Context: an optimization exercise on an open-source flow, tuned for small area, a short achievable clock period and few clock cycles. The choices shown serve that exercise and are no tape-out recipe.
No functional check of the RTL was part of any run shown here.
No activity file was given, so power comes from the tool's default toggle rates.

**flow/design.v**
```verilog
package huff_types_pkg;
	typedef logic [8-1:0] pixel_t;
	typedef logic [8-1:0] count_t;
	typedef logic [6-1:0] sym_mask_t;
	typedef logic [8-1:0] code_t;
	typedef logic [8-1:0] len_mask_t;
endpackage
package huff_ctrl_pkg;
	typedef enum logic [1:0] {SORT_IDLE, SORT_PASS, SORT_DONE} sort_state_t;
	typedef enum logic [1:0] {MRG_IDLE, MRG_POP, MRG_INSERT, MRG_DONE} merge_state_t;
	typedef enum logic [1:0] {BLD_IDLE, BLD_WALK, BLD_DONE} build_state_t;
	typedef logic [$clog2(5)-1:0] round_t;
	typedef logic [$clog2(6+1)-1:0] step_t;
endpackage
`timescale 1ns/1ns
module huffman_top (
	input  logic                      clk,
	input  logic                      reset,
	input  logic                      gray_valid,
	input  huff_types_pkg::pixel_t    gray_data,
	output logic                      cnt_valid,
	output huff_types_pkg::count_t    cnt1,
	output huff_types_pkg::count_t    cnt2,
	output huff_types_pkg::count_t    cnt3,
	output huff_types_pkg::count_t    cnt4,
	output huff_types_pkg::count_t    cnt5,
	output huff_types_pkg::count_t    cnt6,
	output logic                      code_valid,
	output huff_types_pkg::code_t     hc1,
	output huff_types_pkg::code_t     hc2,
	output huff_types_pkg::code_t     hc3,
	output huff_types_pkg::code_t     hc4,
	output huff_types_pkg::code_t     hc5,
	output huff_types_pkg::code_t     hc6,
	output huff_types_pkg::len_mask_t m1,
	output huff_types_pkg::len_mask_t m2,
	output huff_types_pkg::len_mask_t m3,
	output huff_types_pkg::len_mask_t m4,
	output huff_types_pkg::len_mask_t m5,
	output huff_types_pkg::len_mask_t m6
);
	function automatic logic gt2(input logic [7:0] x, input logic [7:0] y, input logic [7:0] z);
		logic [9:0] big;
		logic [8:0] s;
		big = {2'b0, x} + {2'b0, y} + {2'b0, ~z};
		s   = {1'b0, x} + {1'b0, y};
		gt2 = big[8] ^ s[8];
	endfunction
	function automatic logic gt3(input logic [7:0] x, input logic [7:0] y, input logic [7:0] z,
			input logic [7:0] w);
		logic [9:0] big;
		logic [9:0] s;
		big = {2'b0, x} + {2'b0, y} + {2'b0, z} + {2'b0, ~w};
		s   = {2'b0, x} + {2'b0, y} + {2'b0, z};
		gt3 = big[8] ^ s[8];
	endfunction
	function automatic logic gt22(input logic [7:0] x, input logic [7:0] y, input logic [7:0] z,
			input logic [7:0] w);
		logic [9:0] big;
		logic [8:0] s1;
		logic [8:0] s2;
		big  = {2'b0, x} + {2'b0, y} + {2'b0, ~z} + {2'b0, ~w} + 10'd1;
		s1   = {1'b0, x} + {1'b0, y};
		s2   = {1'b0, z} + {1'b0, w};
		gt22 = big[8] ^ ~(s1[8] ^ s2[8]);
	endfunction
	logic seen;
	logic closed;
	logic [5:0][7:0] cnt;
	always_ff @(posedge clk) begin
		if (reset) begin
			seen      <= 1'b0;
			closed    <= 1'b0;
			cnt_valid <= 1'b0;
			cnt       <= '0;
		end else begin
			cnt_valid <= 1'b0;
			if (!closed) begin
				if (gray_valid) begin
					seen <= 1'b1;
					for (int i = 0; i < 6; i++) begin
						if (gray_data == 8'(i + 1)) begin
							cnt[i] <= cnt[i] + 8'd1;
						end
					end
				end else if (seen) begin
					closed    <= 1'b1;
					cnt_valid <= 1'b1;
				end
			end
		end
	end
	assign cnt1 = cnt[0];
	assign cnt2 = cnt[1];
	assign cnt3 = cnt[2];
	assign cnt4 = cnt[3];
	assign cnt5 = cnt[4];
	assign cnt6 = cnt[5];
	logic [5:0][5:0] ge;
	logic [5:0][2:0] slot;
	logic [5:0][7:0] sorted_w;
	always_comb begin
		ge = '0;
		for (int i = 0; i < 6; i++) begin
			for (int j = i + 1; j < 6; j++) begin
				ge[i][j] = cnt[i] >= cnt[j];
			end
		end
		for (int i = 0; i < 6; i++) begin
			slot[i] = '0;
			for (int j = 0; j < 6; j++) begin
				if (j > i) slot[i] = slot[i] + 3'(ge[i][j]);
				if (j < i) slot[i] = slot[i] + 3'(!ge[j][i]);
			end
		end
		for (int k = 0; k < 6; k++) begin
			sorted_w[k] = '0;
			for (int i = 0; i < 6; i++) begin
				if (slot[i] == 3'(k)) sorted_w[k] = sorted_w[k] | cnt[i];
			end
		end
	end
	logic [5:0][7:0] w;       
	logic [5:0][2:0] ptr;     
	logic [5:0][4:0] code;    
	logic [5:0][4:0] msk;     
	logic [1:0]      ph;      
	logic [7:0]      nw;
	logic [5:2]      t;       
	logic [2:0]      np;      
	logic [4:0][7:0] rw;
	logic [5:0][2:0] rptr;
	logic [5:0][4:0] rcode;
	logic [5:0][4:0] rmsk;
	always_comb begin
		logic [2:0] pv;
		logic [4:0] mv;
		logic [4:0] cv;
		nw = w[0] + w[1];
		for (int k = 2; k < 6; k++) begin
			t[k] = gt2(w[0], w[1], w[k]);
		end
		t[5] = t[5] & (ph == 2'd0);
		np = 3'(t[2]) + 3'(t[3]) + 3'(t[4]) + 3'(t[5]);
		rw[0] = t[2] ? w[2] : nw;
		for (int i = 1; i < 4; i++) begin
			if (t[i + 2]) rw[i] = w[i + 2];
			else if (t[i + 1]) rw[i] = nw;
			else rw[i] = w[i + 1];
		end
		rw[4] = t[5] ? nw : w[5];
		for (int s = 0; s < 6; s++) begin
			pv = ptr[s];
			mv = msk[s];
			cv = code[s];
			rptr[s]  = pv;
			rcode[s] = cv;
			rmsk[s]  = mv;
			case (pv)
				3'd0: begin
					rptr[s]  = np;
					rcode[s] = cv | (~mv & {mv[3:0], 1'b1});
					rmsk[s]  = {mv[3:0], 1'b1};
				end
				3'd1: begin
					rptr[s]  = np;
					rmsk[s]  = {mv[3:0], 1'b1};
				end
				3'd2: rptr[s] = t[2] ? 3'd0 : 3'd1;
				3'd3: rptr[s] = t[3] ? 3'd1 : 3'd2;
				3'd4: rptr[s] = t[4] ? 3'd2 : 3'd3;
				default: rptr[s] = t[5] ? 3'd3 : 3'd4;
			endcase
		end
	end
	logic       tc;    
	logic       td;    
	logic       tr;    
	logic [5:0][4:0] fcode;
	logic [5:0][4:0] fmsk;
	always_comb begin
		logic [2:0] bits;
		logic [1:0] nb;
		logic [2:0] pv;
		logic [4:0] mv;
		logic [4:0] cv;
		tc = gt2(w[0], w[1], w[2]);
		td = gt2(w[0], w[1], w[3]);
		tr = td ? gt22(w[2], w[3], w[0], w[1]) : gt3(w[0], w[1], w[2], w[3]);
		for (int s = 0; s < 6; s++) begin
			pv = ptr[s];
			mv = msk[s];
			cv = code[s];
			bits = '0;
			nb   = 2'd0;
			if (td) begin
				case (pv[1:0])
					2'd0: begin bits = {1'b0, tr, 1'b1};  nb = 2'd2; end
					2'd1: begin bits = {1'b0, tr, 1'b0};  nb = 2'd2; end
					2'd2: begin bits = {1'b0, ~tr, 1'b1}; nb = 2'd2; end
					default: begin bits = {1'b0, ~tr, 1'b0}; nb = 2'd2; end
				endcase
			end else begin
				case (pv[1:0])
					2'd0: begin bits = {~tr, ~tc, 1'b1}; nb = 2'd3; end
					2'd1: begin bits = {~tr, ~tc, 1'b0}; nb = 2'd3; end
					2'd2: begin bits = {1'b0, ~tr, tc};  nb = 2'd2; end
					default: begin bits = {2'b0, tr};    nb = 2'd1; end
				endcase
			end
			case (mv[1:0])
				2'b00:   fcode[s] = cv | {2'b0, bits};
				2'b01:   fcode[s] = cv | {1'b0, bits, 1'b0};
				default: fcode[s] = cv | {bits, 2'b0};
			endcase
			case (nb)
				2'd1:    fmsk[s] = {mv[3:0], 1'b1};
				2'd2:    fmsk[s] = {mv[2:0], 2'b11};
				default: fmsk[s] = {mv[1:0], 3'b111};
			endcase
		end
	end
	always_ff @(posedge clk) begin
		if (reset) begin
			ph         <= 2'd0;
			code_valid <= 1'b0;
		end else if (!closed) begin
			ph <= 2'd0;
		end else if (ph != 2'd3) begin
			ph <= ph + 2'd1;
			if (ph == 2'd2) code_valid <= 1'b1;
		end
	end
	always_ff @(posedge clk) begin
		if (!closed) begin
			w    <= sorted_w;
			ptr  <= slot;
			code <= '0;
			msk  <= '0;
		end else if (ph[1] == 1'b0) begin
			w[4:0] <= rw;
			ptr    <= rptr;
			code   <= rcode;
			msk    <= rmsk;
		end else if (ph == 2'd2) begin
			code <= fcode;
			msk  <= fmsk;
		end
	end
	assign hc1 = {3'b0, code[0]};
	assign hc2 = {3'b0, code[1]};
	assign hc3 = {3'b0, code[2]};
	assign hc4 = {3'b0, code[3]};
	assign hc5 = {3'b0, code[4]};
	assign hc6 = {3'b0, code[5]};
	assign m1 = {3'b0, msk[0]};
	assign m2 = {3'b0, msk[1]};
	assign m3 = {3'b0, msk[2]};
	assign m4 = {3'b0, msk[3]};
	assign m5 = {3'b0, msk[4]};
	assign m6 = {3'b0, msk[5]};
endmodule
```
**flow/run.sh**
```bash
#!/bin/bash
# synth_recipe.tcl (not shown) runs the flow's synth.tcl, then flattens the netlist and writes it again
# the make line also repeats each setting of config.mk as NAME=value (left out here)
make -C /OpenROAD-flow-scripts/flow DESIGN_CONFIG=/design/flow/config.mk WORK_HOME=/design/flow/orfs CLKGATE_MAP_FILE= SYNTH_SCRIPT=/design/flow/synth_recipe.tcl finish
```
**flow/config.mk**
```make
export PLATFORM = sky130hd
export DESIGN_NAME = huffman_top
export DESIGN_NICKNAME = huffman_top
export VERILOG_FILES = /design/flow/design.v
export SDC_FILE = /design/flow/constraint.sdc
export NUM_CORES = 4
export LEC_CHECK = 0
export CAP_MARGIN = 20
export CORE_MARGIN = 2
export CORE_UTILIZATION = 40
export SLEW_MARGIN = 20
```
**flow/constraint.sdc**
```tcl
create_clock -name core_clock -period 8.0 [get_ports {clk}]
set_input_delay 1.6000 -clock core_clock [delete_from_list [all_inputs] [get_ports {clk}]]
set_output_delay 1.6000 -clock core_clock [all_outputs]
set_load 0.01 [all_outputs]
```
==> results.txt, run 1 <==
* Status: timing/DRC/antenna clean
* Critical path cell sequence: ha_1, a21o_1, a21oi_1, o21bai_1, a21oi_1, o21ai_0, xor2_1, ha_1, and3_1, a21oi_1, nand2_2, inv_2, fa_1, inv_1, ha_1, ha_1, mux2i_1, o22ai_1, a21oi_1, a21oi_1
* DRC viols at 0
* Combinational power share at 0.440
* Vias per cell at just over 6
* Antenna diode count at 0
* Clk latency of the worst-skew pair at roughly 0.50 ns
* Post-synth ARST share at 0
* Fin. max-slew vios at 0
* Synth top area share at 0.1566
* Hold buffer count at CTS at 0
* Pwr Density at 182.8 mW/mm²
* Drt total wl at approximately 56000 µm
* Drt initial violations at approximately 1700
* Seq/Total Area, Yosys at 0.2471
* Critical Path RT at 8.22 ns
* Lkg Pwr at 7.311 nW
* Die Y at between 200 and 250 µm
* Crit share post-route at 0.7824
* CP top delay family: adder cells
* Worst rel slew slack at 0.1898
* Sequential share of power at 0.305
* GR Overflow Total at 0
* Number of setup violations in the final report at 0
* Peak VDD IR at 167.2 µV
* Final Instance Count excl. Fillers at around 2700
* H-tree levels at 4
* Clock share of power at 0.256
* Detailed Routing Iterations Pass 1 at 8
* Final hold vios at 0
* Vias at 16020
* Buf/Inv on CP at 2
* Root Driver: clkbuf_16
* Crit path launch type: flip-flop
* IO Count at about 160
* Initial antenna violation count at 0
* ANT nets after route at 0
* Hold Crit Class: flip-flop to flip-flop
* Post-Place Cells at 2618
* #FFs+latches synth at 180
* Data arrival, critical path at roughly 6.5 ns
* Initial Util at 0.4033
* Die ar. at between 0.04 and 0.05 mm²
* Fraction of layout cells with a size suffix above 1 at 0.04610
* Most common cell on crit path: a21oi_1
* CTS tree: done
* Core ar. at 0.04279 mm²
* Post-DP HPWL at 41320 µm
* Area leader, netlist: ha_1
* Worst path max stage delay at roughly 0.76 ns
* Die span in x at ~210 µm
* RD Place Congestion at 0.8929
* Worst setup margin at 1.741 ns
* Internal cell power at 0.002036 W
* Switching share of total power at 0.4186
* Max_cap viols at 0
* Critical Path Fanout Max at 39
* CTS Buffer Depth at 2
* Clock transition at path regs at roughly 0.07 ns
* Area of the mapped netlist at 0.01726 mm²
* Prevailing post-synth register cell: dfxtp_1
* Nets@finish at between 2000 and 2500
* Place WS at 1.762 ns
* CTS Buf Count at 17
* Critical Path Sink Type: flip-flop
* Hold slack final at roughly 0.46 ns
* Critical path type: flip-flop to flip-flop
* Routed len/inst at 21.20 µm
* Worst path slowest cell: inv_2
* Worst-Margin Slew at 1.213 ns
* Worst Clk Skew at roughly 0.019 ns
* Synth Instances at 2099
* Max Fclk at ~160 MHz
* Vias in the first global route at 15470
* Buffers on Ports at 120
* Reported net switching power at 0.001466 W
* Post-synth EDFFs at 66
* Setup Buffers After CTS at 0
* Global-route wire length before repair at slightly below 90000 µm
* Syn_area_per_cell at 8.222 µm²
* TritonCTS Sinks at 180
* Area delta synth->final at 10.99%
* Top area cells in the synthesized netlist: ha_1, dfxtp_1, edfxtp_1
* Period minus WS final at roughly 6.3 ns
* RSZ-0062 raised after global routing: false
* YS warnings at 1
* Core Rows at 76
* Total negative slack at 0 ns
* Gr usage total at 0.2528
* Largest net degree at the start of global routing at just over 70
* Cts repair resizes at 0
* Cell variety after synth at 83
## area by class of cell
class	count	area, µm²
inverter	151	566.8
sequential	180	4269
clock inverter	13	157.7
tap	546	683.2
fill	4237	23640
timing repair buffer	140	1346
clock buffer	19	432.9
multi-input combinational	1601	11700
## cell usage after synthesis (all sizes together) (60+ instances only)
library cell,number
buf,60
clkbuf,142
a22oi,121
a21o,115
ha,216
dfxtp,114
a21oi,133
o21ai,86
edfxtp,66
nand2,119
nor2,197
inv,151
## stage by stage
step                      utilization  instance area (µm²)  total power (W)
after global placement         0.4324                18500         0.002564
after CTS                      0.4473                19140         0.003507
after global routing           0.4476                19150         0.003727
after detailed placement       0.4335                18550         0.002606
final                          0.4476                19150         0.003502
after floorplan                     -                17390         0.002207
## cell usage in the layout, fill, tap and decap left out, types with 20 or more instances in the layout
master	Yosys	final
dfxtp_1	114	112
ha_1	216	216
fa_1	29	29
o21ai_0	85	85
clkdlybuf4s50_1	0	119
a31oi_1	39	39
a22oi_1	121	121
nand2b_1	35	35
nand3_1	58	58
a21oi_1	133	132
mux2i_1	26	26
nor3_1	35	30
buf_4	38	20
a211oi_1	24	24
a21o_1	115	115
nand2_1	118	117
xnor2_1	43	43
conb_1	1	36
edfxtp_1	66	66
inv_1	149	148
nor3b_1	27	22
nor2_1	194	193
## final timing paths
kind,start,endpoint,slack [ns],cells past startpoint
min,seen,seen,0.46,2
max,w[1],ptr[16],1.74,20
min reg2reg,seen,seen,0.46,2
max reg2reg,w[1],ptr[16],1.74,20
## per-layer routing
metal,track usage,part of all wire
met1,0.3425,0.45
met2,0.4038,0.46
met3,0.04258,0.056
met4,0.09276,0.028
met5,0,0
## cell families (layout without fill, tap and decap cells)
logic type / count (synthesis) / after routing / synth area share
compound gates: 690 / 690 / 0.2769
xor+xnor: 56 / 56 / 0.02922
fa+ha+maj: 245 / 245 / 0.1902
buf+inv: 353 / 323 / 0.08606
flops: 180 / 180 / 0.2471
mux: 28 / 28 / 0.01639
other cells: 1 / 36 / 0.0002173
simple gates: 546 / 546 / 0.1539
## registers in the layout, summed over array words and instances, names as in the netlist
signal,flops
closed,1
w,48
code_valid,1
ptr,18
ph,2
cnt_valid,1
seen,1
cnt,48
msk,30
code,30
## worst min-delay path: cells and delay by family, from the launching register on
kind	cells	cell delay, ns
AO/OA/AOI/OAI	1	0.05
flip-flops	1	0.31
buffers and inverters	1	0.05
## power by group through the flow
| stage | Sequential, W | Clock, W | Combinational, W |
|---|---|---|---|
| after detailed placement | 0.00109 | 0 | 0.00152 |
| after global routing | 0.00108 | 0.000948 | 0.00170 |
| after global placement | 0.00108 | 0 | 0.00148 |
| final | 0.00107 | 0.000895 | 0.00154 |
| after CTS | 0.00107 | 0.000914 | 0.00153 |
| after floorplan | 0.00104 | 0 | 0.00117 |
==> run 2, diff against run 1 <==
--- a/flow/config.mk
+++ b/flow/config.mk
@@ -5,6 +5,7 @@
 export SDC_FILE = /design/flow/constraint.sdc
 export NUM_CORES = 4
 export LEC_CHECK = 0
+export ABC_CLOCK_PERIOD_IN_PS = 2500
 export CAP_MARGIN = 20
 export CORE_MARGIN = 2
 export CORE_UTILIZATION = 40
==> run 2 against run 1 <==
Net effect: final area stayed put; setup slack stayed put; clock skew stayed put; total power stayed put; sequential share of layout area stayed put; synthesized area unchanged; first-iteration DRC count stayed put; maximum frequency did not move; global-route usage is the same; largest power group unchanged; highest routed layer unchanged.
==> results.txt, run 2 <==
* Global-route wire length before repair at 88290 µm (unchanged)
* Largest regs: cnt: 48 flops, w: 48 flops
* Detailed Routing Iterations Pass 1 at 8 (unchanged)
* GR Overflow Total at 0 (unchanged)
* Data arrival, critical path at 6.48 ns (about the same)
* Peak VDD IR at 167.2 µV (unchanged)
* Lkg Pwr at 7.311 nW (unchanged)
* Syn_area_per_cell at 8.222 µm² (unchanged)
* Crit share post-route at 0.7824 (unchanged)
* H-tree levels at 4 (unchanged)
* Most frequent cells in the layout: ha_1, nor2_1, inv_1
* Core Rows at 76 (unchanged)
* Top-count cell post-synth: ha_1
* FF-to-FF End: ptr[16]
* Post-synth ARST share at 0 (unchanged)
* CTS tree: done
* Core ar. at 0.04279 mm² (unchanged)
* Synth top area share at 0.1566 (unchanged)
* Critical path cell sequence: ha_1, a21o_1, a21oi_1, o21bai_1, a21oi_1, o21ai_0, xor2_1, ha_1, and3_1, a21oi_1, nand2_2, inv_2, fa_1, inv_1, ha_1, ha_1, mux2i_1, o22ai_1, a21oi_1, a21oi_1
* Post-Place Cells at 2618 (unchanged)
* Post-synth top cells: ha_1, nor2_1, inv_1
* Antenna diode count at 0 (unchanged)
* #FFs+latches synth at 180 (unchanged)
* Initial antenna violation count at 0 (unchanged)
* Place WS at 1.762 ns (unchanged)
* Most common cell after layout, fill and taps aside: ha_1
* Area delta synth->final at 10.99% (unchanged)
* Nets@finish at 2347 (unchanged)
* Total negative slack at 0 ns (unchanged)
* Most common cell on crit path: a21oi_1
* Hold Crit Class: flip-flop to flip-flop
* Prevailing post-synth register cell: dfxtp_1
* Worst rel slew slack at 0.1898 (unchanged)
* Largest net degree at the start of global routing at 72 (unchanged)
* Worst path slowest cell: inv_2
* IO Count at 157 (unchanged)
* Max Fclk at 159.8 MHz (unchanged)
* Worst setup startpoint: w[1]
* Synth Instances at 2099 (unchanged)
* Drt initial violations at 1693 (unchanged)
* Routed len/inst at 21.20 µm (unchanged)
* CTS Buf Count at 17 (unchanged)
* Number of setup violations in the final report at 0 (unchanged)
* Post-DP HPWL at 41320 µm (unchanged)
* Die Y at 211.7 µm (unchanged)
* Crit path launch type: flip-flop
* Worst setup margin at 1.741 ns (unchanged)
* Final Util at 0.4476 (unchanged)
* Pwr Density at 182.8 mW/mm² (unchanged)
* R2R setup slack at 1.74 ns (about the same)
* Fillcell total at 4237 (unchanged)
* Status: timing/DRC/antenna clean
* Cell variety after synth at 83 (unchanged)
* Max_cap viols at 0 (unchanged)
* Clock transition at path regs at 0.07 ns (about the same)
* Critical path type: flip-flop to flip-flop
* Hold Crit Start: seen
* Critical Path RT at 8.22 ns (about the same)
* ANT nets after route at 0 (unchanged)
* Worst Clk Skew at 0.01875 ns (unchanged)
* Cts repair resizes at 0 (unchanged)
* Drt total wl at 56180 µm (unchanged)
* Reg2reg path depth at 20 (unchanged)
* CTS Buffer Depth at 2 (unchanged)
* Buffers on Ports at 120 (unchanged)
* Critical Path Sink Type: flip-flop
* Seq/Total Area, Yosys at 0.2471 (unchanged)
* DRC viols at 0 (unchanged)
* Period minus WS final at 6.259 ns (unchanged)
* Die span in x at 211.7 µm (unchanged)
* Root Driver: clkbuf_16
* Setup Buffers After CTS at 0 (unchanged)
* Die ar. at 0.04482 mm² (unchanged)
* Fin. max-slew vios at 0 (unchanged)
* Top area cells in the synthesized netlist: ha_1, dfxtp_1, edfxtp_1
* TritonCTS Sinks at 180 (unchanged)
* Final hold vios at 0 (unchanged)
* RD Place Congestion at 0.8929 (unchanged)
* Clk latency of the worst-skew pair at 0.50 ns (about the same)
* Termination of the worst setup path: ptr[16]
* Gr usage total at 0.2528 (unchanged)
* Critical Path Fanout Max at 39 (unchanged)
* RSZ-0062 raised after global routing: false
* Vias in the first global route at 15470 (unchanged)
* Worst-Margin Slew at 1.213 ns (unchanged)
* Fraction of layout cells with a size suffix above 1 at 0.04610 (unchanged)
* Hold buffer count at CTS at 0 (unchanged)
* Worst path max stage delay at 0.76 ns (about the same)
* YS warnings at 1 (unchanged)
* Vias per cell at 6.044 (unchanged)
* Area leader, netlist: ha_1
* Area of the mapped netlist at 0.01726 mm² (unchanged)
* Vias at 16020 (unchanged)
* Worst r2r src: w[1]
* Post-synth EDFFs at 66 (unchanged)
* Initial Util at 0.4033 (unchanged)
* Final Instance Count excl. Fillers at 2650 (unchanged)
## run 2: logic make-up (layout without fill, tap and decap cells)
group	count (synthesis)	count (layout)	share of synthesized area
AND/OR/NAND/NOR	546	546	0.1539
buffers and inverters	353	323	0.08606
other	1	36	0.0002173
AO/OA/AOI/OAI	690	690	0.2769
XOR/XNOR	56	56	0.02922
flip-flops	180	180	0.2471
multiplexers	28	28	0.01639
adder cells (fa/ha/maj)	245	245	0.1902
## run 2: area by class of cell
cell class / count / area, µm² / area share
Clock inverter: 13 / 157.7 / 0.008230
Timing Repair Buffer: 140 / 1346 / 0.07029
Multi-Input combinational cell: 1601 / 11700 / 0.6108
Tap cell: 546 / 683.2 / 0.03567
Sequential cell: 180 / 4269 / 0.2229
Clock buffer: 19 / 432.9 / 0.02260
Inverter: 151 / 566.8 / 0.02959
## run 2: how the worst min path moves through the flow
stage | cells after the start | slack, ns | endpoint
3_3_place_gp | 2 | 0.44 | seen
4_1_cts | 2 | 0.46 | seen
6_report | 2 | 0.46 | seen
3_5_place_dp | 2 | 0.45 | seen
5_1_grt | 1 | 0.49 | code[10]
2_1_floorplan | 2 | 0.43 | seen
## run 2: where the power goes
| group | leakage (nW) | switching (W) | internal (W) |
|---|---|---|---|
| Combinational | 5.35 | 0.000983 | 0.000557 |
| Clock | 0.271 | 0.000407 | 0.000488 |
| Sequential | 1.69 | 0.0000766 | 0.000991 |
| Total | 7.31 | 0.00147 | 0.00204 |
## run 2: per-layer routing
metal  GRT usage  wire length [µm]
met2      0.4038             25970
met5           0                 0
met3     0.04258              3170
met1      0.3425             25450
met4     0.09276              1596
## run 2: stage by stage
stage / power, W / cell area, µm² / hold WS [ns]
floorplan: 0.002207 / 17390 / 0.4260
finish: 0.003502 / 19150 / 0.4582
detailed placement: 0.002606 / 18550 / 0.4530
CTS: 0.003507 / 19140 / 0.4639
global route: 0.003727 / 19150 / 0.4877
global placement: 0.002564 / 18500 / 0.4360
## run 2: critical path, delay by kind of cell, from the launching register on
kind / cells / cell delay, ns
buffers and inverters: 2 / 0.83
DFF: 1 / 0.45
xor gates and xnor gates: 1 / 0.67
AOI/OAI and AO/OA: 9 / 1.43
and+or+nand+nor: 2 / 0.71
muxes: 1 / 0.19
adders and majority gates: 5 / 1.72
==> run 3, diff against run 2 <==
--- a/flow/config.mk
+++ b/flow/config.mk
@@ -9,4 +9,5 @@
 export CAP_MARGIN = 20
 export CORE_MARGIN = 2
 export CORE_UTILIZATION = 40
+export SETUP_SLACK_MARGIN = 4.5
 export SLEW_MARGIN = 20
==> run 3 against run 2 <==
Net effect: first-iteration DRC count is 0.89% higher; synthesized cell count stayed put; global-route usage is 1.7 points higher; maximum frequency is 36% higher; total power is 26% higher; clock skew is 0.0035 ns higher; flip-flop and latch count stayed put; register-to-register slack better by 1.6 ns.
==> results.txt, run 3 <==
* Status: timing/DRC/antenna clean
* Routed len/inst at 21.85 µm (+3.1%)
* Number of setup violations in the final report at 0 (unchanged)
* Prevailing post-synth register cell: dfxtp_1
* Worst path max stage delay at 0.49 ns (-0.27 ns)
* Most frequent cells in the layout: nor2_1, ha_1, inv_1
* Core ar. at 0.04279 mm² (unchanged)
* Lkg Pwr at 8.967 nW (+23%)
* Fin. max-slew vios at 0 (unchanged)
* Vias per cell at 6.028 (-0.26%)
* Peak VDD IR at 212.9 µV (+27%)
* Post-synth ARST share at 0 (unchanged)
* DRC viols at 0 (unchanged)
* Syn_area_per_cell at 8.222 µm² (unchanged)
* Max_cap viols at 0 (unchanged)
* Root Driver: clkbuf_16
* Fillcell total at 3785 (-11%)
* Critical Path Sink Type: flip-flop
* ANT nets after route at 0 (unchanged)
* Detailed Routing Iterations Pass 1 at 5 (-3)
* Core Rows at 76 (unchanged)
* Most common cell on crit path: a21o_1
* IO Count at 157 (unchanged)
* Post-DP HPWL at 41370 µm (+0.11%)
* Total negative slack at 0 ns (unchanged)
* Critical Path Fanout Max at 7 (-82%)
* Synth Instances at 2099 (unchanged)
* Worst path slowest cell: fa_1
* RSZ-0062 raised after global routing: true
* Most common cell after layout, fill and taps aside: nor2_1
* Die ar. at 0.04482 mm² (unchanged)
* H-tree levels at 4 (unchanged)
* Clk latency of the worst-skew pair at 0.48 ns (-0.02 ns)
* Cell variety after synth at 83 (unchanged)
* Largest net degree at the start of global routing at 93 (+29%)
* Area of the mapped netlist at 0.01726 mm² (unchanged)
* Antenna diode count at 0 (unchanged)
* Critical path cell sequence: inv_8, ha_4, nand2b_4, a21o_1, a21o_1, a21o_1, a21o_1, a21o_1, a21o_1, a21oi_4, fa_1, fa_2, inv_2, ha_4, nor3b_4, buf_6, buf_12, a22oi_1, nand2_1, a221oi_4, o22ai_1
* Final hold vios at 0 (unchanged)
* Initial Util at 0.4033 (unchanged)
* TritonCTS Sinks at 180 (unchanged)
* Post-synth top cells: ha_1, nor2_1, inv_1
* Top-count cell post-synth: ha_1
* Die span in x at 211.7 µm (unchanged)
* Pwr Density at 189.6 mW/mm² (+3.7%)
* Post-synth EDFFs at 66 (unchanged)
* Critical path type: flip-flop to flip-flop
* Final Instance Count excl. Fillers at 2823 (+6.5%)
* Area occupied by registers at 0.004358 mm² (+2.1%)
* RD Place Congestion at 0.8595 (-3.7%)
* CTS tree: done
* Die Y at 211.7 µm (unchanged)
* GR Overflow Total at 0 (unchanged)
* Drt initial violations at 1708 (+0.89%)
* Period minus WS final at 4.610 ns (-1.650 ns)
* Top area cells in the synthesized netlist: ha_1, dfxtp_1, edfxtp_1
* Largest regs: cnt: 48 flops, w: 48 flops
* Hold Crit Class: flip-flop to flip-flop
* Total power at 0.004414 W (+26%)
* Crit share post-route at 0.5762 (-0.2062)
* Global-route wire length before repair at 94570 µm (+7.1%)
* Post-Place Cells at 2610 (-0.31%)
* Buffers on Ports at 120 (unchanged)
* Area leader, netlist: ha_1
* #FFs+latches synth at 180 (unchanged)
* Fraction of layout cells with a size suffix above 1 at 0.2701 (+0.2240)
* Clock transition at path regs at 0.08 ns (about the same)
* Reg2reg path depth at 21 (+5.0%)
* M1 GR Usage at 0.3629 (+0.02037)
* Met2 GRT Util at 0.4441 (+0.04027)
* Synth top area share at 0.1566 (unchanged)
* Vias at 17020 (+6.3%)
* CTS Buffer Depth at 2 (unchanged)
* Area of the multi-input gates at 0.01387 mm² (+19%)
* Worst rel slew slack at 0.3267 (+0.1369)
* Met3 usage in global routing at 0.03160 (-0.01098)
* Area delta synth->final at 34.87%
* Crit path launch type: flip-flop
* YS warnings at 1 (unchanged)
* Worst Clk Skew at 0.02227 ns (+0.003524 ns)
* Vias in the first global route at 16600 (+7.3%)
* Drt total wl at 61680 µm (+9.8%)
* Hold Path Stages at 2 (unchanged)
* Critical Path RT at 8.18 ns (-0.04 ns)
* Worst-Margin Slew at 1.010 ns (-0.2027 ns)
* Data arrival, critical path at 4.79 ns (-1.69 ns)
* Gr usage total at 0.2697 (+0.01692)
* Nets@finish at 2520 (+7.4%)
* Seq/Total Area, Yosys at 0.2471 (unchanged)
* Max Fclk at 216.9 MHz (+36%)
* CTS Buf Count at 17 (unchanged)
* GRT busiest layer: met2
* Initial antenna violation count at 0 (unchanged)
[run 3: logic make-up (layout without fill, tap and decap cells)]
family,after synthesis,after routing,synth area share
and+or+nand+nor,546,547,0.1539
adders and majority gates,245,245,0.1902
muxes,28,28,0.01639
DFF,180,180,0.2471
AOI/OAI and AO/OA,690,690,0.2769
xor gates and xnor gates,56,56,0.02922
buffers and inverters,353,495,0.08606
other,1,36,0.0002173
[run 3: layout make-up]
class                      instances  area share
clock buffer                      17     0.01828
clock inverter                    15    0.007687
inverter                         151     0.02591
multi-input combinational       1602      0.5958
sequential                       180      0.1872
tap                              546     0.02935
timing repair buffer             311      0.1355
timing repair inverter             1   0.0002150
[run 3: path summary, 6_finish.rpt]
path         slack [ns]  endpoint    from
max                3.39     w[24]  cnt[8]
min                0.46      seen    seen
max reg2reg        3.39     w[24]  cnt[8]
min reg2reg        0.46      seen    seen
[run 3: metal layers]
| metal | vias up | part of all wire |
|---|---|---|
| met5 | - | 0 |
| met2 | 667 | 0.47 |
| met4 | 0 | 0.027 |
| met1 | 8289 | 0.44 |
| li1 | 7937 | - |
| met3 | 124 | 0.058 |
[run 3: critical path, delay by kind of cell, from the launching register on]
kind | cells | cell delay [ns]
buf+inv | 4 | 0.42
compound gates | 10 | 1.74
flops | 1 | 0.41
simple gates | 3 | 0.40
fa+ha+maj | 4 | 1.32
[run 3: what timing repair did]
action | CTS | global route
gates resized for setup | 256 | 132
pin swaps | 164 | 94
setup endpoints to repair | 151 | 134
gates cloned | 4 | 0
buffers inserted | 117 | 59
hold buffers | 0 | 0
[run 3: metrics by stage]
step           area, µm²  hold slack [ns]  utilization  setup WS (ns)
3_5_place_dp       19080           0.4455       0.4459          2.768
5_1_grt            23280           0.4749       0.5439          3.213
6_report           23280           0.4585       0.5439          3.390
4_1_cts            22100           0.4574       0.5164          3.480
3_3_place_gp       19080           0.4350       0.4459          2.831
2_1_floorplan      18250           0.4260            -          3.672
[run 3: power by group]
part	switching (W)	leakage [nW]	total (W)	internal (W)
Sequential	0.0000795	1.71	0.00106	0.000985
Combinational	0.00137	6.97	0.00244	0.00107
Clock	0.000417	0.280	0.000911	0.000493
Total	0.00186	8.97	0.00441	0.00255

-- separate check: timing with driven ports --
No port has a modelled driver above. Below, the same layouts with a new extraction and two added sets of constraints.
Step 1 sets driving cells, clkbuf_16 on the clock port and buf_2 on the other inputs (assumed; they add their load-dependent delay and slew).
Step 2 times the ports against the registers' clock, not the clock port: input delays grow and output delays shrink by t, the midpoint of the rising clock arrivals with the driver on.
Three values: no drivers, after step 1, after step 2; two values: the first two.
| run | t, ns | slack for setup (ns) | pins driven straight from the clock port |
|---|---|---|---|
| run 1 | 0.546 | 1.741 / 1.741 / 1.741 | 1 |
| run 2 | 0.546 | 1.741 / 1.741 / 1.741 | 1 |
| run 3 | 0.525 | 3.390 / 3.390 / 3.390 | 1 |
After both steps setup and hold are still met in every run listed.
